Background: an optimization exercise with open tools, aiming at small area and a short achievable clock period. Do not read the settings as production practice.
Function not checked in this run: the RTL went through the layout flow alone.
Power is estimated from default activity; no workload was simulated.

**flow/constraint.sdc**
```tcl
create_clock -name core_clock -period 6.0 [get_ports {clk}]
set_input_delay 1.2000 -clock core_clock [delete_from_list [all_inputs] [get_ports {clk}]]
set_output_delay 1.2000 -clock core_clock [all_outputs]
set_load 0.01 [all_outputs]
```
**flow/design.v**
```verilog
`default_nettype none
package mult_sizes_pkg;
	localparam int OPERAND_WIDTH = 16;
	localparam int PRODUCT_WIDTH = 2 * OPERAND_WIDTH;
	localparam int ROW_COUNT = OPERAND_WIDTH - 1;
	typedef logic [OPERAND_WIDTH-1:0] operand_t;
	typedef logic [PRODUCT_WIDTH-1:0] product_t;
endpackage
`default_nettype wire
`default_nettype none
package adder_cell_pkg;
	function automatic logic [1:0] half_add(
		input logic a,
		input logic b
	);
		logic s;
		logic c;
		s = a ^ b;
		c = a & b;
		half_add = {c, s};
	endfunction
	function automatic logic [1:0] full_add(
		input logic a,
		input logic b,
		input logic cin
	);
		logic s;
		logic c;
		s = a ^ b ^ cin;
		c = (a & b) | (cin & (a ^ b));  
		full_add = {c, s};
	endfunction
endpackage
`default_nettype wire
`default_nettype none
module array_multiplier (
	input  logic                     clk,
	input  logic                     reset,
	input  logic                     in_valid,
	input  mult_sizes_pkg::operand_t x,
	input  mult_sizes_pkg::operand_t y,
	output logic                     product_valid,
	output mult_sizes_pkg::product_t product
);
	logic r866;
	logic r867;
	logic r868;
	logic r869;
	logic r870;
	logic r871;
	logic r872;
	logic r873;
	logic r874;
	logic r875;
	logic r876;
	logic r877;
	logic r878;
	logic r879;
	logic r880;
	logic r881;
	logic r882;
	logic r883;
	logic r884;
	logic r885;
	logic r886;
	logic r887;
	logic r888;
	logic r889;
	logic r890;
	logic r891;
	logic r892;
	logic r893;
	logic r894;
	logic r895;
	logic r896;
	logic r897;
	logic r898;
	logic r899;
	logic r900;
	logic r901;
	logic r902;
	logic r903;
	logic r904;
	logic r905;
	logic r906;
	logic r907;
	logic r908;
	logic r909;
	logic r910;
	logic r911;
	logic r912;
	logic r913;
	logic r914;
	logic r915;
	logic r916;
	logic r917;
	logic r918;
	logic r919;
	logic r920;
	logic r921;
	logic r922;
	logic r923;
	logic r924;
	logic r925;
	logic r926;
	logic r927;
	logic r928;
	logic r929;
	logic r930;
	logic r931;
	logic r932;
	logic r933;
	logic r934;
	logic r935;
	logic r936;
	logic r937;
	logic r938;
	logic r939;
	logic r940;
	logic r941;
	logic r942;
	logic r943;
	logic r944;
	logic r945;
	logic r946;
	logic r947;
	logic r948;
	logic r949;
	logic r950;
	logic r951;
	logic r952;
	logic r953;
	logic r954;
	logic r955;
	logic r956;
	logic r957;
	logic r958;
	logic r959;
	logic r960;
	logic r961;
	logic r962;
	logic r963;
	logic r964;
	logic r965;
	logic r966;
	logic r967;
	logic r968;
	logic r969;
	logic r970;
	logic r971;
	logic r972;
	logic r973;
	logic r974;
	logic r975;
	logic r976;
	logic r977;
	logic r978;
	logic r979;
	logic r980;
	logic r981;
	logic r982;
	logic r983;
	logic r984;
	logic r985;
	logic r986;
	logic r987;
	logic r988;
	logic r989;
	logic r990;
	logic r991;
	logic r992;
	logic r993;
	logic r994;
	logic r995;
	logic r996;
	logic r997;
	logic r998;
	logic r999;
	logic r1001;
	logic r1003;
	logic r1005;
	logic r1007;
	logic r1009;
	logic r1011;
	wire pp1 = ~(r866 & r867);
	wire pp2 = ~(r868 & r867);
	wire pp3 = ~(r869 & r867);
	wire pp4 = ~(r870 & r867);
	wire pp5 = ~(r871 & r867);
	wire pp6 = ~(r872 & r867);
	wire pp7 = ~(r873 & r867);
	wire pp8 = ~(r874 & r867);
	wire pp9 = ~(r875 & r867);
	wire pp10 = ~(r876 & r867);
	wire pp11 = ~(r877 & r867);
	wire pp12 = ~(r878 & r867);
	wire pp13 = ~(r879 & r867);
	wire pp14 = ~(x[13] & y[0]);
	wire pp15 = ~(r880 & r867);
	wire pp16 = ~(r881 & r867);
	wire pp17 = ~(r866 & r882);
	wire pp18 = ~(r868 & r882);
	wire pp19 = ~(r869 & r882);
	wire pp20 = ~(r870 & r882);
	wire pp21 = ~(r871 & r882);
	wire pp22 = ~(r872 & r882);
	wire pp23 = ~(r873 & r882);
	wire pp24 = ~(r874 & r882);
	wire pp25 = ~(r875 & r882);
	wire pp26 = ~(r876 & r882);
	wire pp27 = ~(r877 & r882);
	wire pp28 = ~(r878 & r882);
	wire pp29 = ~(x[12] & y[1]);
	wire pp30 = ~(r883 & r882);
	wire pp31 = ~(r880 & r882);
	wire pp32 = ~(r881 & r882);
	wire pp33 = ~(r866 & r884);
	wire pp34 = ~(r868 & r884);
	wire pp35 = ~(r869 & r884);
	wire pp36 = ~(r870 & r884);
	wire pp37 = ~(r871 & r884);
	wire pp38 = ~(r872 & r884);
	wire pp39 = ~(r873 & r884);
	wire pp40 = ~(r874 & r884);
	wire pp41 = ~(r875 & r884);
	wire pp42 = ~(r876 & r884);
	wire pp43 = ~(r877 & r884);
	wire pp44 = ~(x[11] & y[2]);
	wire pp45 = ~(r879 & r884);
	wire pp46 = ~(r883 & r884);
	wire pp47 = ~(r880 & r884);
	wire pp48 = ~(r881 & r884);
	wire pp49 = ~(r866 & r885);
	wire pp50 = ~(r868 & r885);
	wire pp51 = ~(r869 & r885);
	wire pp52 = ~(r870 & r885);
	wire pp53 = ~(r871 & r885);
	wire pp54 = ~(r872 & r885);
	wire pp55 = ~(r873 & r885);
	wire pp56 = ~(r874 & r885);
	wire pp57 = ~(r875 & r885);
	wire pp58 = ~(r876 & r885);
	wire pp59 = ~(x[10] & y[3]);
	wire pp60 = ~(r878 & r885);
	wire pp61 = ~(r879 & r885);
	wire pp62 = ~(r883 & r885);
	wire pp63 = ~(r880 & r885);
	wire pp64 = ~(r881 & r885);
	wire pp65 = ~(r866 & r886);
	wire pp66 = ~(r868 & r886);
	wire pp67 = ~(r869 & r886);
	wire pp68 = ~(r870 & r886);
	wire pp69 = ~(r871 & r886);
	wire pp70 = ~(r872 & r886);
	wire pp71 = ~(r873 & r886);
	wire pp72 = ~(r874 & r886);
	wire pp73 = ~(r875 & r886);
	wire pp74 = ~(x[9] & y[4]);
	wire pp75 = ~(r877 & r886);
	wire pp76 = ~(r878 & r886);
	wire pp77 = ~(r879 & r886);
	wire pp78 = ~(r883 & r886);
	wire pp79 = ~(r880 & r886);
	wire pp80 = ~(r881 & r886);
	wire pp81 = ~(r866 & r887);
	wire pp82 = ~(r868 & r887);
	wire pp83 = ~(r869 & r887);
	wire pp84 = ~(r870 & r887);
	wire pp85 = ~(r871 & r887);
	wire pp86 = ~(r872 & r887);
	wire pp87 = ~(r873 & r887);
	wire pp88 = ~(r874 & r887);
	wire pp89 = ~(x[8] & y[5]);
	wire pp90 = ~(r876 & r887);
	wire pp91 = ~(r877 & r887);
	wire pp92 = ~(r878 & r887);
	wire pp93 = ~(r879 & r887);
	wire pp94 = ~(r883 & r887);
	wire pp95 = ~(r880 & r887);
	wire pp96 = ~(r881 & r887);
	wire pp97 = ~(r866 & r888);
	wire pp98 = ~(r868 & r888);
	wire pp99 = ~(r869 & r888);
	wire pp100 = ~(r870 & r888);
	wire pp101 = ~(r871 & r888);
	wire pp102 = ~(r872 & r888);
	wire pp103 = ~(r873 & r888);
	wire pp104 = ~(x[7] & y[6]);
	wire pp105 = ~(r875 & r888);
	wire pp106 = ~(r876 & r888);
	wire pp107 = ~(r877 & r888);
	wire pp108 = ~(r878 & r888);
	wire pp109 = ~(r879 & r888);
	wire pp110 = ~(r883 & r888);
	wire pp111 = ~(r880 & r888);
	wire pp112 = ~(r881 & r888);
	wire pp113 = ~(r866 & r889);
	wire pp114 = ~(r868 & r889);
	wire pp115 = ~(r869 & r889);
	wire pp116 = ~(r870 & r889);
	wire pp117 = ~(r871 & r889);
	wire pp118 = ~(r872 & r889);
	wire pp119 = ~(x[6] & y[7]);
	wire pp120 = ~(r874 & r889);
	wire pp121 = ~(r875 & r889);
	wire pp122 = ~(r876 & r889);
	wire pp123 = ~(r877 & r889);
	wire pp124 = ~(r878 & r889);
	wire pp125 = ~(r879 & r889);
	wire pp126 = ~(r883 & r889);
	wire pp127 = ~(r880 & r889);
	wire pp128 = ~(r881 & r889);
	wire pp129 = ~(r866 & r890);
	wire pp130 = ~(r868 & r890);
	wire pp131 = ~(r869 & r890);
	wire pp132 = ~(r870 & r890);
	wire pp133 = ~(r871 & r890);
	wire pp134 = ~(x[5] & y[8]);
	wire pp135 = ~(r873 & r890);
	wire pp136 = ~(r874 & r890);
	wire pp137 = ~(r875 & r890);
	wire pp138 = ~(r876 & r890);
	wire pp139 = ~(r877 & r890);
	wire pp140 = ~(r878 & r890);
	wire pp141 = ~(r879 & r890);
	wire pp142 = ~(r883 & r890);
	wire pp143 = ~(r880 & r890);
	wire pp144 = ~(r881 & r890);
	wire pp145 = ~(r866 & r891);
	wire pp146 = ~(r868 & r891);
	wire pp147 = ~(r869 & r891);
	wire pp148 = ~(r870 & r891);
	wire pp149 = ~(r871 & r891);
	wire pp150 = ~(r872 & r891);
	wire pp151 = ~(r873 & r891);
	wire pp152 = ~(r874 & r891);
	wire pp153 = ~(r875 & r891);
	wire pp154 = ~(r876 & r891);
	wire pp155 = ~(r877 & r891);
	wire pp156 = ~(r878 & r891);
	wire pp157 = ~(r879 & r891);
	wire pp158 = ~(r883 & r891);
	wire pp159 = ~(r880 & r891);
	wire pp160 = ~(r881 & r891);
	wire pp161 = ~(r866 & r892);
	wire pp162 = ~(r868 & r892);
	wire pp163 = ~(r869 & r892);
	wire pp164 = ~(r870 & r892);
	wire pp165 = ~(r871 & r892);
	wire pp166 = ~(r872 & r892);
	wire pp167 = ~(r873 & r892);
	wire pp168 = ~(r874 & r892);
	wire pp169 = ~(r875 & r892);
	wire pp170 = ~(r876 & r892);
	wire pp171 = ~(r877 & r892);
	wire pp172 = ~(r878 & r892);
	wire pp173 = ~(r879 & r892);
	wire pp174 = ~(r883 & r892);
	wire pp175 = ~(r880 & r892);
	wire pp176 = ~(r881 & r892);
	wire pp177 = ~(r866 & r893);
	wire pp178 = ~(r868 & r893);
	wire pp179 = ~(r869 & r893);
	wire pp180 = ~(r870 & r893);
	wire pp181 = ~(r871 & r893);
	wire pp182 = ~(r872 & r893);
	wire pp183 = ~(r873 & r893);
	wire pp184 = ~(r874 & r893);
	wire pp185 = ~(r875 & r893);
	wire pp186 = ~(r876 & r893);
	wire pp187 = ~(r877 & r893);
	wire pp188 = ~(r878 & r893);
	wire pp189 = ~(r879 & r893);
	wire pp190 = ~(r883 & r893);
	wire pp191 = ~(r880 & r893);
	wire pp192 = ~(r881 & r893);
	wire pp193 = ~(r866 & r894);
	wire pp194 = ~(r868 & r894);
	wire pp195 = ~(r869 & r894);
	wire pp196 = ~(r870 & r894);
	wire pp197 = ~(r871 & r894);
	wire pp198 = ~(r872 & r894);
	wire pp199 = ~(r873 & r894);
	wire pp200 = ~(r874 & r894);
	wire pp201 = ~(r875 & r894);
	wire pp202 = ~(r876 & r894);
	wire pp203 = ~(r877 & r894);
	wire pp204 = ~(r878 & r894);
	wire pp205 = ~(r879 & r894);
	wire pp206 = ~(r883 & r894);
	wire pp207 = ~(r880 & r894);
	wire pp208 = ~(r881 & r894);
	wire pp209 = ~(r866 & r895);
	wire pp210 = ~(r868 & r895);
	wire pp211 = ~(r869 & r895);
	wire pp212 = ~(r870 & r895);
	wire pp213 = ~(r871 & r895);
	wire pp214 = ~(r872 & r895);
	wire pp215 = ~(r873 & r895);
	wire pp216 = ~(r874 & r895);
	wire pp217 = ~(r875 & r895);
	wire pp218 = ~(r876 & r895);
	wire pp219 = ~(r877 & r895);
	wire pp220 = ~(r878 & r895);
	wire pp221 = ~(r879 & r895);
	wire pp222 = ~(r883 & r895);
	wire pp223 = ~(r880 & r895);
	wire pp224 = ~(r881 & r895);
	wire pp225 = ~(r866 & r896);
	wire pp226 = ~(r868 & r896);
	wire pp227 = ~(r869 & r896);
	wire pp228 = ~(r870 & r896);
	wire pp229 = ~(r871 & r896);
	wire pp230 = ~(r872 & r896);
	wire pp231 = ~(r873 & r896);
	wire pp232 = ~(r874 & r896);
	wire pp233 = ~(r875 & r896);
	wire pp234 = ~(r876 & r896);
	wire pp235 = ~(r877 & r896);
	wire pp236 = ~(r878 & r896);
	wire pp237 = ~(r879 & r896);
	wire pp238 = ~(r883 & r896);
	wire pp239 = ~(r880 & r896);
	wire pp240 = ~(r881 & r896);
	wire pp241 = ~(r866 & r897);
	wire pp242 = ~(r868 & r897);
	wire pp243 = ~(r869 & r897);
	wire pp244 = ~(r870 & r897);
	wire pp245 = ~(r871 & r897);
	wire pp246 = ~(r872 & r897);
	wire pp247 = ~(r873 & r897);
	wire pp248 = ~(r874 & r897);
	wire pp249 = ~(r875 & r897);
	wire pp250 = ~(r876 & r897);
	wire pp251 = ~(r877 & r897);
	wire pp252 = ~(r878 & r897);
	wire pp253 = ~(r879 & r897);
	wire pp254 = ~(r883 & r897);
	wire pp255 = ~(r880 & r897);
	wire pp256 = ~(r881 & r897);
	wire s257, c258;
	mult_xnor u_s257 (.a(pp3), .b(pp18), .y(s257));
	mult_or u_c258 (.a(pp3), .b(pp18), .y(c258));
	wire s259, c260;
	mult_fa u_s259 (.a(pp4), .b(pp19), .c(pp34), .s(s259), .co(c260));
	wire s261, c262;
	mult_xnor u_s261 (.a(pp49), .b(c258), .y(s261));
	mult_or u_c262 (.a(pp49), .b(c258), .y(c262));
	wire s263, c264;
	mult_fa u_s263 (.a(pp5), .b(pp20), .c(pp35), .s(s263), .co(c264));
	wire s265, c266;
	mult_fa u_s265 (.a(pp50), .b(pp65), .c(c260), .s(s265), .co(c266));
	wire s267, c268;
	mult_xnor u_s267 (.a(c262), .b(s263), .y(s267));
	mult_or u_c268 (.a(c262), .b(s263), .y(c268));
	wire s269, c270;
	mult_fa u_s269 (.a(pp6), .b(pp21), .c(pp36), .s(s269), .co(c270));
	wire s271, c272;
	mult_fa u_s271 (.a(pp51), .b(pp66), .c(pp81), .s(s271), .co(c272));
	wire s273, c274;
	mult_fa u_s273 (.a(c264), .b(s269), .c(s271), .s(s273), .co(c274));
	wire s275, c276;
	mult_xnor u_s275 (.a(c268), .b(c266), .y(s275));
	mult_or u_c276 (.a(c268), .b(c266), .y(c276));
	wire s277, c278;
	mult_fa u_s277 (.a(pp7), .b(pp22), .c(pp37), .s(s277), .co(c278));
	wire s279, c280;
	mult_fa u_s279 (.a(pp52), .b(pp67), .c(pp82), .s(s279), .co(c280));
	wire s281, c282;
	mult_fa u_s281 (.a(pp97), .b(c270), .c(c272), .s(s281), .co(c282));
	wire s283, c284;
	mult_fa u_s283 (.a(s277), .b(s279), .c(c274), .s(s283), .co(c284));
	wire s285, c286;
	mult_xnor u_s285 (.a(s281), .b(c276), .y(s285));
	mult_or u_c286 (.a(s281), .b(c276), .y(c286));
	wire s287, c288;
	mult_fa u_s287 (.a(pp8), .b(pp23), .c(pp38), .s(s287), .co(c288));
	wire s289, c290;
	mult_fa u_s289 (.a(pp53), .b(pp68), .c(pp83), .s(s289), .co(c290));
	wire s291, c292;
	mult_fa u_s291 (.a(pp98), .b(pp113), .c(c278), .s(s291), .co(c292));
	wire s293, c294;
	mult_fa u_s293 (.a(c280), .b(s287), .c(s289), .s(s293), .co(c294));
	wire s295, c296;
	mult_fa u_s295 (.a(c282), .b(s291), .c(s293), .s(s295), .co(c296));
	wire s297, c298;
	mult_xnor u_s297 (.a(c286), .b(c284), .y(s297));
	mult_or u_c298 (.a(c286), .b(c284), .y(c298));
	wire s299, c300;
	mult_fa u_s299 (.a(pp9), .b(pp24), .c(pp39), .s(s299), .co(c300));
	wire s301, c302;
	mult_fa u_s301 (.a(pp54), .b(pp69), .c(pp84), .s(s301), .co(c302));
	wire s303, c304;
	mult_fa u_s303 (.a(pp99), .b(pp114), .c(pp129), .s(s303), .co(c304));
	wire s305, c306;
	mult_fa u_s305 (.a(c288), .b(c290), .c(s299), .s(s305), .co(c306));
	wire s307, c308;
	mult_fa u_s307 (.a(s301), .b(s303), .c(c292), .s(s307), .co(c308));
	wire s309, c310;
	mult_fa u_s309 (.a(c294), .b(s305), .c(s307), .s(s309), .co(c310));
	wire s311, c312;
	mult_xnor u_s311 (.a(c296), .b(c298), .y(s311));
	mult_or u_c312 (.a(c296), .b(c298), .y(c312));
	wire s313, c314;
	mult_fa u_s313 (.a(pp10), .b(pp25), .c(pp40), .s(s313), .co(c314));
	wire s315, c316;
	mult_fa u_s315 (.a(pp55), .b(pp70), .c(pp85), .s(s315), .co(c316));
	wire s317, c318;
	mult_fa u_s317 (.a(pp100), .b(pp115), .c(pp130), .s(s317), .co(c318));
	wire s319, c320;
	mult_fa u_s319 (.a(pp145), .b(c300), .c(c302), .s(s319), .co(c320));
	wire s321, c322;
	mult_fa u_s321 (.a(c304), .b(s313), .c(s315), .s(s321), .co(c322));
	wire s323, c324;
	mult_fa u_s323 (.a(s317), .b(c306), .c(s319), .s(s323), .co(c324));
	wire s325, c326;
	mult_fa u_s325 (.a(s321), .b(c308), .c(s323), .s(s325), .co(c326));
	wire s327, c328;
	mult_xnor u_s327 (.a(c310), .b(c312), .y(s327));
	mult_or u_c328 (.a(c310), .b(c312), .y(c328));
	wire s329, c330;
	mult_fa u_s329 (.a(pp11), .b(pp26), .c(pp41), .s(s329), .co(c330));
	wire s331, c332;
	mult_fa u_s331 (.a(pp56), .b(pp71), .c(pp86), .s(s331), .co(c332));
	wire s333, c334;
	mult_fa u_s333 (.a(pp101), .b(pp116), .c(pp131), .s(s333), .co(c334));
	wire s335, c336;
	mult_fa u_s335 (.a(pp146), .b(pp161), .c(c314), .s(s335), .co(c336));
	wire s337, c338;
	mult_fa u_s337 (.a(c316), .b(c318), .c(s329), .s(s337), .co(c338));
	wire s339, c340;
	mult_fa u_s339 (.a(s331), .b(s333), .c(c320), .s(s339), .co(c340));
	wire s341, c342;
	mult_fa u_s341 (.a(c322), .b(s335), .c(s337), .s(s341), .co(c342));
	wire s343, c344;
	mult_fa u_s343 (.a(c324), .b(s339), .c(s341), .s(s343), .co(c344));
	wire s345, c346;
	mult_xnor u_s345 (.a(r898), .b(r899), .y(s345));
	mult_or u_c346 (.a(r898), .b(r899), .y(c346));
	wire s347, c348;
	mult_fa u_s347 (.a(pp12), .b(pp27), .c(pp42), .s(s347), .co(c348));
	wire s349, c350;
	mult_fa u_s349 (.a(pp57), .b(pp72), .c(pp87), .s(s349), .co(c350));
	wire s351, c352;
	mult_fa u_s351 (.a(pp102), .b(pp117), .c(pp132), .s(s351), .co(c352));
	wire s353, c354;
	mult_fa u_s353 (.a(pp147), .b(pp162), .c(pp177), .s(s353), .co(c354));
	wire s355, c356;
	mult_fa u_s355 (.a(c330), .b(c332), .c(c334), .s(s355), .co(c356));
	wire s357, c358;
	mult_fa u_s357 (.a(s347), .b(s349), .c(s351), .s(s357), .co(c358));
	wire s359, c360;
	mult_fa u_s359 (.a(s353), .b(c336), .c(c338), .s(s359), .co(c360));
	wire s361, c362;
	mult_fa u_s361 (.a(s355), .b(s357), .c(c340), .s(s361), .co(c362));
	wire s363, c364;
	mult_fa u_s363 (.a(r900), .b(r901), .c(r902), .s(s363), .co(c364));
	wire s365, c366;
	mult_xnor u_s365 (.a(r903), .b(c346), .y(s365));
	mult_or u_c366 (.a(r903), .b(c346), .y(c366));
	wire s367, c368;
	mult_fa u_s367 (.a(pp13), .b(pp28), .c(pp43), .s(s367), .co(c368));
	wire s369, c370;
	mult_fa u_s369 (.a(pp58), .b(pp73), .c(pp88), .s(s369), .co(c370));
	wire s371, c372;
	mult_fa u_s371 (.a(pp103), .b(pp118), .c(pp133), .s(s371), .co(c372));
	wire s373, c374;
	mult_fa u_s373 (.a(pp148), .b(pp163), .c(pp178), .s(s373), .co(c374));
	wire s375, c376;
	mult_fa u_s375 (.a(pp193), .b(c348), .c(c350), .s(s375), .co(c376));
	wire s377, c378;
	mult_fa u_s377 (.a(c352), .b(c354), .c(s367), .s(s377), .co(c378));
	wire s379, c380;
	mult_fa u_s379 (.a(s369), .b(s371), .c(s373), .s(s379), .co(c380));
	wire s381, c382;
	mult_fa u_s381 (.a(c356), .b(c358), .c(s375), .s(s381), .co(c382));
	wire s383, c384;
	mult_fa u_s383 (.a(s377), .b(s379), .c(c360), .s(s383), .co(c384));
	wire s385, c386;
	mult_fa u_s385 (.a(r904), .b(r905), .c(r906), .s(s385), .co(c386));
	wire s387, c388;
	mult_xnor u_s387 (.a(c364), .b(s385), .y(s387));
	mult_or u_c388 (.a(c364), .b(s385), .y(c388));
	wire s389, c390;
	mult_fa u_s389 (.a(pp14), .b(pp29), .c(pp44), .s(s389), .co(c390));
	wire s391, c392;
	mult_fa u_s391 (.a(pp59), .b(pp74), .c(pp89), .s(s391), .co(c392));
	wire s393, c394;
	mult_fa u_s393 (.a(pp104), .b(pp119), .c(pp134), .s(s393), .co(c394));
	wire s395, c396;
	mult_fa u_s395 (.a(pp149), .b(pp164), .c(pp179), .s(s395), .co(c396));
	wire s397, c398;
	mult_fa u_s397 (.a(pp194), .b(pp209), .c(c368), .s(s397), .co(c398));
	wire s399, c400;
	mult_fa u_s399 (.a(c370), .b(c372), .c(c374), .s(s399), .co(c400));
	wire s401, c402;
	mult_fa u_s401 (.a(s389), .b(s391), .c(s393), .s(s401), .co(c402));
	wire s403, c404;
	mult_fa u_s403 (.a(s395), .b(c376), .c(c378), .s(s403), .co(c404));
	wire s405, c406;
	mult_fa u_s405 (.a(c380), .b(s397), .c(s399), .s(s405), .co(c406));
	wire s407, c408;
	mult_fa u_s407 (.a(r907), .b(c382), .c(s403), .s(s407), .co(c408));
	wire s409, c410;
	mult_fa u_s409 (.a(r908), .b(r909), .c(r910), .s(s409), .co(c410));
	wire s411, c412;
	mult_xnor u_s411 (.a(c386), .b(s409), .y(s411));
	mult_or u_c412 (.a(c386), .b(s409), .y(c412));
	wire s413, c414;
	mult_fa u_s413 (.a(pp15), .b(pp30), .c(pp45), .s(s413), .co(c414));
	wire s415, c416;
	mult_fa u_s415 (.a(pp60), .b(pp75), .c(pp90), .s(s415), .co(c416));
	wire s417, c418;
	mult_fa u_s417 (.a(pp105), .b(pp120), .c(pp135), .s(s417), .co(c418));
	wire s419, c420;
	mult_fa u_s419 (.a(pp150), .b(pp165), .c(pp180), .s(s419), .co(c420));
	wire s421, c422;
	mult_fa u_s421 (.a(pp195), .b(pp210), .c(pp225), .s(s421), .co(c422));
	wire s423, c424;
	mult_fa u_s423 (.a(c390), .b(c392), .c(c394), .s(s423), .co(c424));
	wire s425, c426;
	mult_fa u_s425 (.a(c396), .b(s413), .c(s415), .s(s425), .co(c426));
	wire s427, c428;
	mult_fa u_s427 (.a(s417), .b(s419), .c(s421), .s(s427), .co(c428));
	wire s429, c430;
	mult_fa u_s429 (.a(c398), .b(c400), .c(r911), .s(s429), .co(c430));
	wire s431, c432;
	mult_fa u_s431 (.a(r912), .b(s425), .c(s427), .s(s431), .co(c432));
	wire s433, c434;
	mult_fa u_s433 (.a(c404), .b(c406), .c(s429), .s(s433), .co(c434));
	wire s435, c436;
	mult_fa u_s435 (.a(r913), .b(r914), .c(r915), .s(s435), .co(c436));
	wire s437, c438;
	mult_xnor u_s437 (.a(c410), .b(s435), .y(s437));
	mult_or u_c438 (.a(c410), .b(s435), .y(c438));
	wire s439, c440;
	mult_fa u_s439 (.a(pp16), .b(pp31), .c(pp46), .s(s439), .co(c440));
	wire s441, c442;
	mult_fa u_s441 (.a(pp61), .b(pp76), .c(pp91), .s(s441), .co(c442));
	wire s443, c444;
	mult_fa u_s443 (.a(pp106), .b(pp121), .c(pp136), .s(s443), .co(c444));
	wire s445, c446;
	mult_fa u_s445 (.a(pp151), .b(pp166), .c(pp181), .s(s445), .co(c446));
	wire s447, c448;
	mult_fa u_s447 (.a(pp196), .b(pp211), .c(pp226), .s(s447), .co(c448));
	wire s449, c450;
	mult_fa u_s449 (.a(pp241), .b(c414), .c(c416), .s(s449), .co(c450));
	wire s451, c452;
	mult_fa u_s451 (.a(c418), .b(c420), .c(c422), .s(s451), .co(c452));
	wire s453, c454;
	mult_fa u_s453 (.a(s439), .b(s441), .c(s443), .s(s453), .co(c454));
	wire s455, c456;
	mult_fa u_s455 (.a(s445), .b(s447), .c(r916), .s(s455), .co(c456));
	wire s457, c458;
	mult_fa u_s457 (.a(c426), .b(c428), .c(s449), .s(s457), .co(c458));
	wire s459, c460;
	mult_fa u_s459 (.a(s451), .b(s453), .c(c430), .s(s459), .co(c460));
	wire s461, c462;
	mult_fa u_s461 (.a(s455), .b(c432), .c(s457), .s(s461), .co(c462));
	wire s463, c464;
	mult_fa u_s463 (.a(r917), .b(r918), .c(r919), .s(s463), .co(c464));
	wire s465, c466;
	mult_xnor u_s465 (.a(c436), .b(s463), .y(s465));
	mult_or u_c466 (.a(c436), .b(s463), .y(c466));
	wire s467, c468;
	mult_fa u_s467 (.a(pp32), .b(pp47), .c(pp62), .s(s467), .co(c468));
	wire s469, c470;
	mult_fa u_s469 (.a(pp77), .b(pp92), .c(pp107), .s(s469), .co(c470));
	wire s471, c472;
	mult_fa u_s471 (.a(pp122), .b(pp137), .c(pp152), .s(s471), .co(c472));
	wire s473, c474;
	mult_fa u_s473 (.a(pp167), .b(pp182), .c(pp197), .s(s473), .co(c474));
	wire s475, c476;
	mult_fa u_s475 (.a(pp212), .b(pp227), .c(pp242), .s(s475), .co(c476));
	wire s477, c478;
	mult_fa u_s477 (.a(c440), .b(c442), .c(c444), .s(s477), .co(c478));
	wire s479, c480;
	mult_fa u_s479 (.a(c446), .b(c448), .c(s467), .s(s479), .co(c480));
	wire s481, c482;
	mult_fa u_s481 (.a(s469), .b(s471), .c(s473), .s(s481), .co(c482));
	wire s483, c484;
	mult_fa u_s483 (.a(s475), .b(c450), .c(c452), .s(s483), .co(c484));
	wire s485, c486;
	mult_fa u_s485 (.a(c454), .b(s477), .c(s479), .s(s485), .co(c486));
	wire s487, c488;
	mult_fa u_s487 (.a(s481), .b(c456), .c(c458), .s(s487), .co(c488));
	wire s489, c490;
	mult_fa u_s489 (.a(s483), .b(s485), .c(c460), .s(s489), .co(c490));
	wire s491, c492;
	mult_fa u_s491 (.a(r920), .b(r921), .c(r922), .s(s491), .co(c492));
	wire s493, c494;
	mult_xnor u_s493 (.a(c464), .b(c466), .y(s493));
	mult_or u_c494 (.a(c464), .b(c466), .y(c494));
	wire s495, c496;
	mult_fa u_s495 (.a(pp48), .b(pp63), .c(pp78), .s(s495), .co(c496));
	wire s497, c498;
	mult_fa u_s497 (.a(pp93), .b(pp108), .c(pp123), .s(s497), .co(c498));
	wire s499, c500;
	mult_fa u_s499 (.a(pp138), .b(pp153), .c(pp168), .s(s499), .co(c500));
	wire s501, c502;
	mult_fa u_s501 (.a(pp183), .b(pp198), .c(pp213), .s(s501), .co(c502));
	wire s503, c504;
	mult_fa u_s503 (.a(pp228), .b(pp243), .c(c468), .s(s503), .co(c504));
	wire s505, c506;
	mult_fa u_s505 (.a(c470), .b(c472), .c(c474), .s(s505), .co(c506));
	wire s507, c508;
	mult_fa u_s507 (.a(c476), .b(s495), .c(s497), .s(s507), .co(c508));
	wire s509, c510;
	mult_fa u_s509 (.a(s499), .b(s501), .c(c478), .s(s509), .co(c510));
	wire s511, c512;
	mult_fa u_s511 (.a(c480), .b(c482), .c(s503), .s(s511), .co(c512));
	wire s513, c514;
	mult_fa u_s513 (.a(s505), .b(s507), .c(c484), .s(s513), .co(c514));
	wire s515, c516;
	mult_fa u_s515 (.a(s509), .b(c486), .c(s511), .s(s515), .co(c516));
	wire s517, c518;
	mult_fa u_s517 (.a(r923), .b(r924), .c(r925), .s(s517), .co(c518));
	wire s519, c520;
	mult_fa u_s519 (.a(r926), .b(s517), .c(c492), .s(s519), .co(c520));
	wire s521, c522;
	mult_fa u_s521 (.a(pp64), .b(pp79), .c(pp94), .s(s521), .co(c522));
	wire s523, c524;
	mult_fa u_s523 (.a(pp109), .b(pp124), .c(pp139), .s(s523), .co(c524));
	wire s525, c526;
	mult_fa u_s525 (.a(pp154), .b(pp169), .c(pp184), .s(s525), .co(c526));
	wire s527, c528;
	mult_fa u_s527 (.a(pp199), .b(pp214), .c(pp229), .s(s527), .co(c528));
	wire s529, c530;
	mult_fa u_s529 (.a(pp244), .b(c496), .c(c498), .s(s529), .co(c530));
	wire s531, c532;
	mult_fa u_s531 (.a(c500), .b(c502), .c(s521), .s(s531), .co(c532));
	wire s533, c534;
	mult_fa u_s533 (.a(s523), .b(s525), .c(s527), .s(s533), .co(c534));
	wire s535, c536;
	mult_fa u_s535 (.a(c504), .b(c506), .c(c508), .s(s535), .co(c536));
	wire s537, c538;
	mult_fa u_s537 (.a(s529), .b(s531), .c(s533), .s(s537), .co(c538));
	wire s539, c540;
	mult_fa u_s539 (.a(c510), .b(c512), .c(s535), .s(s539), .co(c540));
	wire s541, c542;
	mult_fa u_s541 (.a(r927), .b(r928), .c(r929), .s(s541), .co(c542));
	wire s543, c544;
	mult_fa u_s543 (.a(r930), .b(c518), .c(s541), .s(s543), .co(c544));
	wire s545, c546;
	mult_fa u_s545 (.a(pp80), .b(pp95), .c(pp110), .s(s545), .co(c546));
	wire s547, c548;
	mult_fa u_s547 (.a(pp125), .b(pp140), .c(pp155), .s(s547), .co(c548));
	wire s549, c550;
	mult_fa u_s549 (.a(pp170), .b(pp185), .c(pp200), .s(s549), .co(c550));
	wire s551, c552;
	mult_fa u_s551 (.a(pp215), .b(pp230), .c(pp245), .s(s551), .co(c552));
	wire s553, c554;
	mult_fa u_s553 (.a(c522), .b(c524), .c(c526), .s(s553), .co(c554));
	wire s555, c556;
	mult_fa u_s555 (.a(c528), .b(s545), .c(s547), .s(s555), .co(c556));
	wire s557, c558;
	mult_fa u_s557 (.a(s549), .b(s551), .c(c530), .s(s557), .co(c558));
	wire s559, c560;
	mult_fa u_s559 (.a(c532), .b(c534), .c(s553), .s(s559), .co(c560));
	wire s561, c562;
	mult_fa u_s561 (.a(s555), .b(c536), .c(s557), .s(s561), .co(c562));
	wire s563, c564;
	mult_fa u_s563 (.a(r931), .b(r932), .c(r933), .s(s563), .co(c564));
	wire s565, c566;
	mult_fa u_s565 (.a(r934), .b(c542), .c(s563), .s(s565), .co(c566));
	wire s567, c568;
	mult_fa u_s567 (.a(pp96), .b(pp111), .c(pp126), .s(s567), .co(c568));
	wire s569, c570;
	mult_fa u_s569 (.a(pp141), .b(pp156), .c(pp171), .s(s569), .co(c570));
	wire s571, c572;
	mult_fa u_s571 (.a(pp186), .b(pp201), .c(pp216), .s(s571), .co(c572));
	wire s573, c574;
	mult_fa u_s573 (.a(pp231), .b(pp246), .c(c546), .s(s573), .co(c574));
	wire s575, c576;
	mult_fa u_s575 (.a(c548), .b(c550), .c(c552), .s(s575), .co(c576));
	wire s577, c578;
	mult_fa u_s577 (.a(s567), .b(s569), .c(s571), .s(s577), .co(c578));
	wire s579, c580;
	mult_fa u_s579 (.a(c554), .b(c556), .c(s573), .s(s579), .co(c580));
	wire s581, c582;
	mult_fa u_s581 (.a(s575), .b(s577), .c(c558), .s(s581), .co(c582));
	wire s583, c584;
	mult_fa u_s583 (.a(r935), .b(r936), .c(r937), .s(s583), .co(c584));
	wire s585, c586;
	mult_fa u_s585 (.a(r938), .b(c564), .c(s583), .s(s585), .co(c586));
	wire s587, c588;
	mult_fa u_s587 (.a(pp112), .b(pp127), .c(pp142), .s(s587), .co(c588));
	wire s589, c590;
	mult_fa u_s589 (.a(pp157), .b(pp172), .c(pp187), .s(s589), .co(c590));
	wire s591, c592;
	mult_fa u_s591 (.a(pp202), .b(pp217), .c(pp232), .s(s591), .co(c592));
	wire s593, c594;
	mult_fa u_s593 (.a(pp247), .b(c568), .c(c570), .s(s593), .co(c594));
	wire s595, c596;
	mult_fa u_s595 (.a(c572), .b(s587), .c(s589), .s(s595), .co(c596));
	wire s597, c598;
	mult_fa u_s597 (.a(s591), .b(c574), .c(c576), .s(s597), .co(c598));
	wire s599, c600;
	mult_fa u_s599 (.a(c578), .b(s593), .c(s595), .s(s599), .co(c600));
	wire s601, c602;
	mult_fa u_s601 (.a(c580), .b(s597), .c(s599), .s(s601), .co(c602));
	wire s603, c604;
	mult_fa u_s603 (.a(r939), .b(r940), .c(c584), .s(s603), .co(c604));
	wire s605, c606;
	mult_fa u_s605 (.a(pp128), .b(pp143), .c(pp158), .s(s605), .co(c606));
	wire s607, c608;
	mult_fa u_s607 (.a(pp173), .b(pp188), .c(pp203), .s(s607), .co(c608));
	wire s609, c610;
	mult_fa u_s609 (.a(pp218), .b(pp233), .c(pp248), .s(s609), .co(c610));
	wire s611, c612;
	mult_fa u_s611 (.a(c588), .b(c590), .c(c592), .s(s611), .co(c612));
	wire s613, c614;
	mult_fa u_s613 (.a(s605), .b(s607), .c(s609), .s(s613), .co(c614));
	wire s615, c616;
	mult_fa u_s615 (.a(c594), .b(c596), .c(s611), .s(s615), .co(c616));
	wire s617, c618;
	mult_fa u_s617 (.a(s613), .b(c598), .c(c600), .s(s617), .co(c618));
	wire s619, c620;
	mult_fa u_s619 (.a(r941), .b(r942), .c(r943), .s(s619), .co(c620));
	wire s621, c622;
	mult_fa u_s621 (.a(pp144), .b(pp159), .c(pp174), .s(s621), .co(c622));
	wire s623, c624;
	mult_fa u_s623 (.a(pp189), .b(pp204), .c(pp219), .s(s623), .co(c624));
	wire s625, c626;
	mult_fa u_s625 (.a(pp234), .b(pp249), .c(c606), .s(s625), .co(c626));
	wire s627, c628;
	mult_fa u_s627 (.a(c608), .b(c610), .c(s621), .s(s627), .co(c628));
	wire s629, c630;
	mult_fa u_s629 (.a(s623), .b(c612), .c(c614), .s(s629), .co(c630));
	wire s631, c632;
	mult_fa u_s631 (.a(s625), .b(s627), .c(c616), .s(s631), .co(c632));
	wire s633, c634;
	mult_fa u_s633 (.a(r944), .b(r945), .c(r946), .s(s633), .co(c634));
	wire s635, c636;
	mult_fa u_s635 (.a(pp160), .b(pp175), .c(pp190), .s(s635), .co(c636));
	wire s637, c638;
	mult_fa u_s637 (.a(pp205), .b(pp220), .c(pp235), .s(s637), .co(c638));
	wire s639, c640;
	mult_fa u_s639 (.a(pp250), .b(c622), .c(c624), .s(s639), .co(c640));
	wire s641, c642;
	mult_fa u_s641 (.a(s635), .b(s637), .c(c626), .s(s641), .co(c642));
	wire s643, c644;
	mult_fa u_s643 (.a(c628), .b(s639), .c(c630), .s(s643), .co(c644));
	wire s645, c646;
	mult_fa u_s645 (.a(r947), .b(r948), .c(r949), .s(s645), .co(c646));
	wire s647, c648;
	mult_fa u_s647 (.a(pp176), .b(pp191), .c(pp206), .s(s647), .co(c648));
	wire s649, c650;
	mult_fa u_s649 (.a(pp221), .b(pp236), .c(pp251), .s(s649), .co(c650));
	wire s651, c652;
	mult_fa u_s651 (.a(c636), .b(c638), .c(s647), .s(s651), .co(c652));
	wire s653, c654;
	mult_fa u_s653 (.a(s649), .b(c640), .c(s651), .s(s653), .co(c654));
	wire s655, c656;
	mult_fa u_s655 (.a(r950), .b(r951), .c(r952), .s(s655), .co(c656));
	wire s657, c658;
	mult_fa u_s657 (.a(pp192), .b(pp207), .c(pp222), .s(s657), .co(c658));
	wire s659, c660;
	mult_fa u_s659 (.a(pp237), .b(pp252), .c(c648), .s(s659), .co(c660));
	wire s661, c662;
	mult_fa u_s661 (.a(c650), .b(s657), .c(c652), .s(s661), .co(c662));
	wire s663, c664;
	mult_fa u_s663 (.a(s659), .b(c654), .c(s661), .s(s663), .co(c664));
	wire s665, c666;
	mult_fa u_s665 (.a(pp208), .b(pp223), .c(pp238), .s(s665), .co(c666));
	wire s667, c668;
	mult_fa u_s667 (.a(pp253), .b(c658), .c(s665), .s(s667), .co(c668));
	wire s669, c670;
	mult_fa u_s669 (.a(c660), .b(s667), .c(c662), .s(s669), .co(c670));
	wire s671, c672;
	mult_fa u_s671 (.a(pp224), .b(pp239), .c(pp254), .s(s671), .co(c672));
	wire s673, c674;
	mult_fa u_s673 (.a(c666), .b(s671), .c(c668), .s(s673), .co(c674));
	wire s675, c676;
	mult_fa u_s675 (.a(pp240), .b(pp255), .c(c672), .s(s675), .co(c676));
	wire t677 = ~pp1;
	wire g678 = pp2 & pp17;
	wire p679 = pp2 ^ pp17;
	wire g680 = pp33 & s257;
	wire p681 = pp33 ^ s257;
	wire g682 = s261 & s259;
	wire p683 = s261 ^ s259;
	wire g684 = s267 & s265;
	wire p685 = s267 ^ s265;
	wire g686 = s273 & s275;
	wire p687 = s273 ^ s275;
	wire g688 = s285 & s283;
	wire p689 = s285 ^ s283;
	wire g690 = s295 & s297;
	wire p691 = s295 ^ s297;
	wire g692 = s311 & s309;
	wire p693 = s311 ^ s309;
	wire g694 = r953 & r954;
	wire p695 = r953 ^ r954;
	wire g696 = r955 & s345;
	wire p697 = r955 ^ s345;
	wire g698 = s363 & s365;
	wire p699 = s363 ^ s365;
	wire g700 = c366 & s387;
	wire p701 = c366 ^ s387;
	wire g702 = c388 & s411;
	wire p703 = c388 ^ s411;
	wire g704 = c412 & s437;
	wire p705 = c412 ^ s437;
	wire g706 = c438 & s465;
	wire p707 = c438 ^ s465;
	wire g708 = s491 & s493;
	wire p709 = s491 ^ s493;
	wire g710 = c494 & s519;
	wire p711 = c494 ^ s519;
	wire g712 = s543 & c520;
	wire p713 = s543 ^ c520;
	wire g714 = c544 & s565;
	wire p715 = c544 ^ s565;
	wire g716 = c566 & s585;
	wire p717 = c566 ^ s585;
	wire g718 = c586 & s603;
	wire p719 = c586 ^ s603;
	wire g720 = s619 & c604;
	wire p721 = s619 ^ c604;
	wire g722 = c620 & s633;
	wire p723 = c620 ^ s633;
	wire g724 = c634 & s645;
	wire p725 = c634 ^ s645;
	wire g726 = c646 & s655;
	wire p727 = c646 ^ s655;
	wire g728 = r956 & c656;
	wire p729 = r956 ^ c656;
	wire g730 = c664 & s669;
	wire p731 = c664 ^ s669;
	wire g732 = s673 & c670;
	wire p733 = s673 ^ c670;
	wire g734 = r957 & r958;
	wire p735 = r957 ^ r958;
	wire g736 = pp256 & c676;
	wire p737 = pp256 ^ c676;
	wire q738 = pp1 | t677;
	wire q739 = g678 | (p679 & q738);
	wire q740 = g680 | (p681 & q739);
	wire q741 = g682 | (p683 & q740);
	wire q742 = g684 | (p685 & q741);
	wire q743 = g686 | (p687 & q742);
	wire q744 = g688 | (p689 & q743);
	wire q745 = g690 | (p691 & q744);
	wire q746 = r959 | (r960 & r961);
	wire q747 = g694 | (p695 & q746);
	wire q748 = g696 | (p697 & q747);
	wire q749 = g698 | (p699 & q748);
	wire a750 = p699 & p697;
	wire q751 = g702 | (p703 & g700);
	wire a752 = p703 & p701;
	wire q753 = g706 | (p707 & g704);
	wire a754 = p707 & p705;
	wire q755 = g710 | (p711 & g708);
	wire a756 = p711 & p709;
	wire q757 = g714 | (p715 & g712);
	wire a758 = p715 & p713;
	wire q759 = g718 | (p719 & g716);
	wire a760 = p719 & p717;
	wire q761 = g722 | (p723 & g720);
	wire a762 = p723 & p721;
	wire q763 = g726 | (p727 & g724);
	wire a764 = p727 & p725;
	wire q765 = r962 | (r963 & g728);
	wire a766 = r963 & p729;
	wire q767 = g734 | (p735 & r964);
	wire a768 = p735 & r965;
	wire q769 = g700 | (p701 & q749);
	wire a770 = p701 & a750;
	wire q771 = q751 | (a752 & q749);
	wire a772 = a752 & a750;
	wire q773 = g708 | (p709 & q753);
	wire a774 = p709 & a754;
	wire q775 = q755 | (a756 & q753);
	wire a776 = a756 & a754;
	wire q777 = g716 | (p717 & q757);
	wire a778 = p717 & a758;
	wire q779 = q759 | (a760 & q757);
	wire a780 = a760 & a758;
	wire q781 = g724 | (p725 & q761);
	wire a782 = p725 & a762;
	wire q783 = q763 | (a764 & q761);
	wire a784 = a764 & a762;
	wire q785 = r964 | (r965 & q765);
	wire a786 = r965 & a766;
	wire q787 = q767 | (a768 & q765);
	wire a788 = a768 & a766;
	wire q789 = g704 | (p705 & q771);
	wire a790 = p705 & a772;
	wire q791 = q753 | (a754 & q771);
	wire a792 = a754 & a772;
	wire q793 = q773 | (a774 & q771);
	wire a794 = a774 & a772;
	wire q795 = q775 | (a776 & q771);
	wire a796 = a776 & a772;
	wire q797 = g720 | (p721 & q779);
	wire a798 = p721 & a780;
	wire q799 = q761 | (a762 & q779);
	wire a800 = a762 & a780;
	wire q801 = q781 | (a782 & q779);
	wire a802 = a782 & a780;
	wire q803 = q783 | (a784 & q779);
	wire a804 = a784 & a780;
	wire q805 = r966 | (r967 & q787);
	wire a806 = r968 & r969;
	wire q807 = g712 | (p713 & q795);
	wire a808 = p713 & a796;
	wire q809 = q757 | (a758 & q795);
	wire a810 = a758 & a796;
	wire q811 = q777 | (a778 & q795);
	wire a812 = a778 & a796;
	wire q813 = q779 | (a780 & q795);
	wire a814 = a780 & a796;
	wire q815 = q797 | (a798 & q795);
	wire a816 = a798 & a796;
	wire q817 = q799 | (a800 & q795);
	wire a818 = a800 & a796;
	wire q819 = q801 | (a802 & q795);
	wire a820 = a802 & a796;
	wire q821 = q803 | (a804 & q795);
	wire a822 = a804 & a796;
	wire q823 = r970 | (r971 & r972);
	wire a824 = p729 & a822;
	wire q825 = r973 | (r974 & r972);
	wire a826 = a766 & a822;
	wire q827 = r975 | (r976 & r972);
	wire a828 = a786 & a822;
	wire q829 = r977 | (r969 & r972);
	wire a830 = a788 & a822;
	wire q831 = r978 | (a806 & r972);
	wire a832 = a806 & r979;
	wire t833 = ~r981;
	assign product[0] = ~t833;
	wire x835;
	mult_xnor u_x835 (.a(p679), .b(q738), .y(x835));
	wire x836;
	mult_xnor u_x836 (.a(p681), .b(q739), .y(x836));
	wire x837;
	mult_xnor u_x837 (.a(p683), .b(q740), .y(x837));
	wire x838;
	mult_xnor u_x838 (.a(p685), .b(q741), .y(x838));
	wire x839;
	mult_xnor u_x839 (.a(p687), .b(q742), .y(x839));
	wire x840;
	mult_xnor u_x840 (.a(p689), .b(q743), .y(x840));
	wire x841;
	mult_xnor u_x841 (.a(p691), .b(q744), .y(x841));
	wire x842;
	mult_xnor u_x842 (.a(r960), .b(r961), .y(x842));
	wire x843;
	mult_xnor u_x843 (.a(p695), .b(q746), .y(x843));
	wire x844;
	mult_xnor u_x844 (.a(p697), .b(q747), .y(x844));
	wire x845;
	mult_xnor u_x845 (.a(p699), .b(q748), .y(x845));
	wire x846;
	mult_xnor u_x846 (.a(p701), .b(q749), .y(x846));
	wire x847;
	mult_xnor u_x847 (.a(p703), .b(q769), .y(x847));
	wire x848;
	mult_xnor u_x848 (.a(p705), .b(q771), .y(x848));
	wire x849;
	mult_xnor u_x849 (.a(p707), .b(q789), .y(x849));
	wire x850;
	mult_xnor u_x850 (.a(p709), .b(q791), .y(x850));
	wire x851;
	mult_xnor u_x851 (.a(p711), .b(q793), .y(x851));
	wire x852;
	mult_xnor u_x852 (.a(p713), .b(q795), .y(x852));
	mult_xnor u_x853 (.a(r982), .b(r983), .y(product[19]));
	mult_xnor u_x854 (.a(r984), .b(r985), .y(product[20]));
	mult_xnor u_x855 (.a(r986), .b(r987), .y(product[21]));
	mult_xnor u_x856 (.a(r988), .b(r989), .y(product[22]));
	mult_xnor u_x857 (.a(r990), .b(r991), .y(product[23]));
	mult_xnor u_x858 (.a(r992), .b(r993), .y(product[24]));
	mult_xnor u_x859 (.a(r994), .b(r995), .y(product[25]));
	mult_xnor u_x860 (.a(r971), .b(r972), .y(product[26]));
	mult_xnor u_x861 (.a(r996), .b(q823), .y(product[27]));
	mult_xnor u_x862 (.a(r997), .b(q825), .y(product[28]));
	mult_xnor u_x863 (.a(r998), .b(q827), .y(product[29]));
	mult_xnor u_x864 (.a(r968), .b(q829), .y(product[30]));
	assign product[31] = ~q831;
	always_ff @(posedge clk) begin
		r866 <= x[0];
		r867 <= y[0];
		r868 <= x[1];
		r869 <= x[2];
		r870 <= x[3];
		r871 <= x[4];
		r872 <= x[5];
		r873 <= x[6];
		r874 <= x[7];
		r875 <= x[8];
		r876 <= x[9];
		r877 <= x[10];
		r878 <= x[11];
		r879 <= x[12];
		r880 <= x[14];
		r881 <= x[15];
		r882 <= y[1];
		r883 <= x[13];
		r884 <= y[2];
		r885 <= y[3];
		r886 <= y[4];
		r887 <= y[5];
		r888 <= y[6];
		r889 <= y[7];
		r890 <= y[8];
		r891 <= y[9];
		r892 <= y[10];
		r893 <= y[11];
		r894 <= y[12];
		r895 <= y[13];
		r896 <= y[14];
		r897 <= y[15];
		r898 <= c326;
		r899 <= c328;
		r900 <= c342;
		r901 <= s359;
		r902 <= s361;
		r903 <= c344;
		r904 <= s381;
		r905 <= c362;
		r906 <= s383;
		r907 <= s401;
		r908 <= s405;
		r909 <= c384;
		r910 <= s407;
		r911 <= c402;
		r912 <= s423;
		r913 <= s431;
		r914 <= c408;
		r915 <= s433;
		r916 <= c424;
		r917 <= c434;
		r918 <= s459;
		r919 <= s461;
		r920 <= c462;
		r921 <= s487;
		r922 <= s489;
		r923 <= c488;
		r924 <= s513;
		r925 <= s515;
		r926 <= c490;
		r927 <= s537;
		r928 <= c514;
		r929 <= c516;
		r930 <= s539;
		r931 <= c538;
		r932 <= s559;
		r933 <= c540;
		r934 <= s561;
		r935 <= c560;
		r936 <= s579;
		r937 <= c562;
		r938 <= s581;
		r939 <= c582;
		r940 <= s601;
		r941 <= s615;
		r942 <= c602;
		r943 <= s617;
		r944 <= s629;
		r945 <= c618;
		r946 <= s631;
		r947 <= s641;
		r948 <= c632;
		r949 <= s643;
		r950 <= c642;
		r951 <= s653;
		r952 <= c644;
		r953 <= s325;
		r954 <= s327;
		r955 <= s343;
		r956 <= s663;
		r957 <= s675;
		r958 <= c674;
		r959 <= g692;
		r960 <= p693;
		r961 <= q745;
		r962 <= g730;
		r963 <= p731;
		r964 <= g732;
		r965 <= p733;
		r966 <= g736;
		r967 <= p737;
		r968 <= r967;
		r969 <= a788;
		r970 <= g728;
		r971 <= p729;
		r972 <= q821;
		r973 <= q765;
		r974 <= a766;
		r975 <= q785;
		r976 <= a786;
		r977 <= q787;
		r978 <= q805;
		r979 <= a822;
		r980 <= t677;
		r981 <= r980;
		r982 <= p715;
		r983 <= q807;
		r984 <= p717;
		r985 <= q809;
		r986 <= p719;
		r987 <= q811;
		r988 <= p721;
		r989 <= q813;
		r990 <= p723;
		r991 <= q815;
		r992 <= p725;
		r993 <= q817;
		r994 <= p727;
		r995 <= q819;
		r996 <= r963;
		r997 <= r965;
		r998 <= p735;
		r999 <= x835;
		product[1] <= r999;
		r1001 <= x836;
		product[2] <= r1001;
		r1003 <= x837;
		product[3] <= r1003;
		r1005 <= x838;
		product[4] <= r1005;
		r1007 <= x839;
		product[5] <= r1007;
		r1009 <= x840;
		product[6] <= r1009;
		r1011 <= x841;
		product[7] <= r1011;
		product[8] <= x842;
		product[9] <= x843;
		product[10] <= x844;
		product[11] <= x845;
		product[12] <= x846;
		product[13] <= x847;
		product[14] <= x848;
		product[15] <= x849;
		product[16] <= x850;
		product[17] <= x851;
		product[18] <= x852;
	end
	logic v1;
	logic v2;
	always_ff @(posedge clk) begin
		if (reset) begin
			v1 <= 1'b0;
			v2 <= 1'b0;
			product_valid <= 1'b0;
		end else begin
			v1 <= in_valid;
			v2 <= v1;
			product_valid <= v2;
		end
	end
endmodule
module mult_fa (
	input  logic a,
	input  logic b,
	input  logic c,
	output logic s,
	output logic co
);
	assign s  = a ^ b ^ c;
	assign co = (a & b) | (c & (a ^ b));
endmodule
module mult_xor (
	input  logic a,
	input  logic b,
	output logic y
);
	assign y = a ^ b;
endmodule
module mult_xnor (
	input  logic a,
	input  logic b,
	output logic y
);
	assign y = ~(a ^ b);
endmodule
module mult_or (
	input  logic a,
	input  logic b,
	output logic y
);
	assign y = a | b;
endmodule
`default_nettype wire
```
**flow/flow/run.sh**
```bash
#!/bin/bash
# Layout flow: the standard ORFS flow (standard.sh, unchanged synthesis),
# with smaller port buffers and a clock tree built from clkbuf_8 without
# dummy loads. Each tool's output goes to a log file in this folder.
set -euo pipefail
export BUFFER_PORTS_ARGS="-buffer_cell sky130_fd_sc_hd__buf_1"
export CTS_ARGS="-sink_clustering_enable -repair_clock_nets -buf_list sky130_fd_sc_hd__clkbuf_8 -dont_use_dummy_load"
bash standard.sh finish > flow_make.log 2>&1
```
**flow/standard.sh**
```bash
#!/bin/bash
# synth_recipe.tcl (not shown) runs the flow's synth.tcl, then flattens the netlist and writes it again
# the make line also repeats each setting of config.mk as NAME=value (left out here)
make -C /OpenROAD-flow-scripts/flow DESIGN_CONFIG=/design/flow/config.mk WORK_HOME=/design/flow/orfs CLKGATE_MAP_FILE= SYNTH_SCRIPT=/design/flow/synth_recipe.tcl "${@:-finish}"
```
**flow/config.mk**
```make
export PLATFORM = sky130hd
export DESIGN_NAME = array_multiplier
export DESIGN_NICKNAME = array_multiplier
export VERILOG_FILES = /design/flow/design.v
export SDC_FILE = /design/flow/constraint.sdc
export NUM_CORES = 4
export LEC_CHECK = 0
export CAP_MARGIN = 20
export CORE_MARGIN = 2
export CORE_UTILIZATION = 40
export SETUP_SLACK_MARGIN = 3.3
export SLEW_MARGIN = 20
export SYNTH_HIERARCHICAL = 1
```
==> notes.md <==
==> where the power goes <==
group | leakage (µW) | switching (µW) | total, µW | internal (µW)
Clock | 0.000122 | 337 | 588 | 250
Sequential | 0.00136 | 207 | 1720 | 1510
Combinational | 0.00280 | 1960 | 3910 | 1960
Total | 0.00428 | 2500 | 6220 | 3720
==> metrics by stage <==
| stage | total power [µW] | area (µm²) |
|---|---|---|
| global route | 6819 | 11580 |
| CTS | 6133 | 11190 |
| finish | 6220 | 11580 |
| global placement | 4938 | 10140 |
| floorplan | 4215 | 9963 |
| detailed placement | 4984 | 10140 |
==> per-module statistics from Yosys (local to each module, per instance) <==
module,flops+latches,cells inside,copies in the design
array_multiplier,160,563,1
mult_fa,0,1,195
mult_or,0,1,15
mult_xnor,0,1,45
==> final timing paths <==
| check | startpoint | endpoint | slack [ns] | cells past startpoint |
|---|---|---|---|---|
| max | r885$_DFF_P_ | r922$_DFF_P_ | 3.20 | 7 |
| min | r1011$_DFF_P_ | product[7]$_DFF_P_ | 0.32 | 0 |
| max reg2reg | r885$_DFF_P_ | r922$_DFF_P_ | 3.20 | 7 |
| min reg2reg | r1011$_DFF_P_ | product[7]$_DFF_P_ | 0.32 | 0 |
==> layout by cell type, fill, tap and decap left out, drive strengths merged, types with 5 or more instances in the layout <==
cell	synthesis	routed
a21o	22	22
a21oi	5	5
and2	5	5
buf	1	151
clkbuf	44	20
dfxtp	160	160
fa	195	195
ha	30	30
nand2	256	256
or2	19	19
xnor2	45	45
==> metal layers <==
metal  wire (µm)  share of wire (%)  GRT usage [%]
met1        9440                 43          24.11
met2       10020                 45          28.00
met3        2074                9.4          5.626
met4         495                2.2          5.041
met5           0                  0              0
==> repair_timing <==
action | 4_1_cts | 5_1_grt
endpoints found under the hold margin | 0 | 0
buffers inserted | 60 | 27
pin swaps | 26 | 32
gates resized for setup | 87 | 54
endpoints found under the setup margin | 58 | 39
==> cell type report <==
cell class              count  area, µm²
fillers                  2185      11960
multi-input cells         612       6545
flip-flops and latches    160       3327
repair buffers            154       1076
well taps                 319      399.1
clock buffers              17      234.0
inverters                   1      3.754
==> cell families after synthesis <==
kind of cell | count (synthesis) | share of synthesized area, %
compound gates | 47 | 3.737
xor+xnor | 45 | 4.101
fa+ha+maj | 225 | 44.53
buf+inv | 46 | 1.836
flops | 160 | 33.33
other cells | 1 | 0.03902
simple gates | 294 | 12.43
==> metrics.csv <==
stage,metric,value,unit
status,status,timing/DRC/antenna clean,
critical_path,"CP delay by family, top",adder cells,
finish,ratio of cells with drive above 1 in the final layout,23.94,%
synthesis,"Avg Cell Area, Syn",11.75,µm²
detailed_routing,final WL,22.03,mm
finish,nets,1206,
floorplanning,Starting Density,40.82,%
sta,final max-slew violation count,0,
synthesis,number of distinct library cells after synthesis,36,
cts,clock tree sinks,160,
placed_design,Placement Setup Slack,2.795,ns
floorplanning,Top-Level Pins,68,
critical_path,critical path class,flop to flop,
critical_path,CP max FO,5,
critical_path,CP Buf/Inv Count,2,
sta,Setup Viol. Count Final,0,
critical_path,CP arrival,3.09,ns
placed_design,Placed Instances,1159,
finish,Antenna diodes,0,
floorplanning,Cell Rows,56,
detailed_routing,Pre-Repair DR Iteration Count,5,
sta,fin crit share,46.61,%
finish,Biggest register,product,
synthesis,ys flop type,dfxtp_1,
placed_design,Post-DP HPWL,14.83,mm
global_routing,gr usage total,17.88,%
finish,final std cells w/o fill,1263,
global_routing,largest net degree at the start of global routing,17,
cts,clk buf depth,2,
finish,area growth from synthesis to layout,20.54,%
run,max cap viols,0,
critical_path,CP max-delay cell,fa_2,
synthesis,Ys Warns,7,
placed_design,I/O Buffers,67,
finish,final core occ,49.21,%
synthesis,Mapped Cells,818,
sta,setup TNS,0,ns
sta,final hold vios,0,
synthesis,most numerous cell in the Yosys netlist,nand2_1,
synthesis,sequential area share after synthesis,33.33,%
synthesis,synthesized area,0.009610,mm²
synthesis,ranking of synthesized cells by area,"fa_1 (41%), dfxtp_1 (33%), nand2_1 (10%)",
finish,max reg flops,18,
synthesis,Post-synth top cells,"nand2_1 (256), fa_1 (195), dfxtp_1 (160)",
sta,RSZ-0062 raised after global routing,yes,
sta,Period minus WS final,2.796,ns
cts,hold_buf cts,0,
detailed_routing,Vias/cell,4.911,
detailed_routing,DRT iter0 DRCs,439,
detailed_routing,Final ANT Viol Nets,0,
sta,fmax,0.3576,GHz
floorplanning,DIE AREA,0.02528,mm²
floorplanning,core area,0.02354,mm²
global_routing,initial antenna violation count,0,
power_and_ir_drop,VDD IR-drop max,399.4,µV
detailed_routing,DRC,0,
placed_design,gpl congestion,0.8650,
sta,skew final,0.04117,ns
cts,cts bufs inserted,17,
synthesis,async set or reset register ratio after synthesis,0,%
cts,CTS tree,yes,
synthesis,syn nets,1078,
min_path,worst hold path class,flop to flop,
sta,Hold WS,0.3248,ns
synthesis,Yosys top cell area share,40.62,%
cts,"Reg clk slew, reported paths",0.07,ns
synthesis,Post-synth EDFFs,0,
floorplanning,DIE HEIGHT,159.0,µm
power_and_ir_drop,Static Leakage,0.004278,µW
critical_path,Crit path largest cell delay,0.57,ns
critical_path,Critical Path Source Type,flop,
critical_path,Setup crit end kind,flop,
global_routing,first-pass GRT wire length,35.22,mm
detailed_routing,Vias,6203,
global_routing,vias in the first global route,6695,
power_and_ir_drop,Power Density,536.9,mW/mm²
critical_path,data required time of the worst path,6.30,ns
synthesis,Synth Register Bits,160,
global_routing,global route total overflow,0,
cts,worst skew pair latency,0.45,ns
synthesis,cell taking the most area after synthesis,fa_1,
cts,Root Driver,clkbuf_8,
sta,fin worst setup slack,3.204,ns
cts,number of H-tree levels,4,
critical_path,crit path cell chain,buf_6 > buf_12 > nand2_4 > fa_2 > fa_1 > fa_2 > fa_1,
detailed_routing,WL/cell,17.44,µm
floorplanning,Die X,159.0,µm

-- port drivers added, routing unchanged --
How much do the figures lean on ideal ports? The routed layout below was timed once more, with nothing changed but the port constraints.
Step 1 assumes that a clkbuf_16 drives the clock port and a buf_2 every other input.
Step 2 moves the port delays by t, midway between the first and last clock arrival at a register: inputs arrive t later, outputs are due t later. That takes back most of the time a late clock gives input paths.
Three values: ideal ports, drivers, drivers and shift; two values: the first two.
shift t [ns]: 0.472
setup slack, ns: 3.204 / 3.204 / 3.204
hold WS [ns]: 0.325 / 0.325 / 0.325
clock arrival spread, ns: 0.042 / 0.041
cell pins on the clock port's net: 1
After both steps this run still meets setup and hold. The setup slack of this run moves by 0.000 ns with the drivers and by 0.000 ns with both steps.
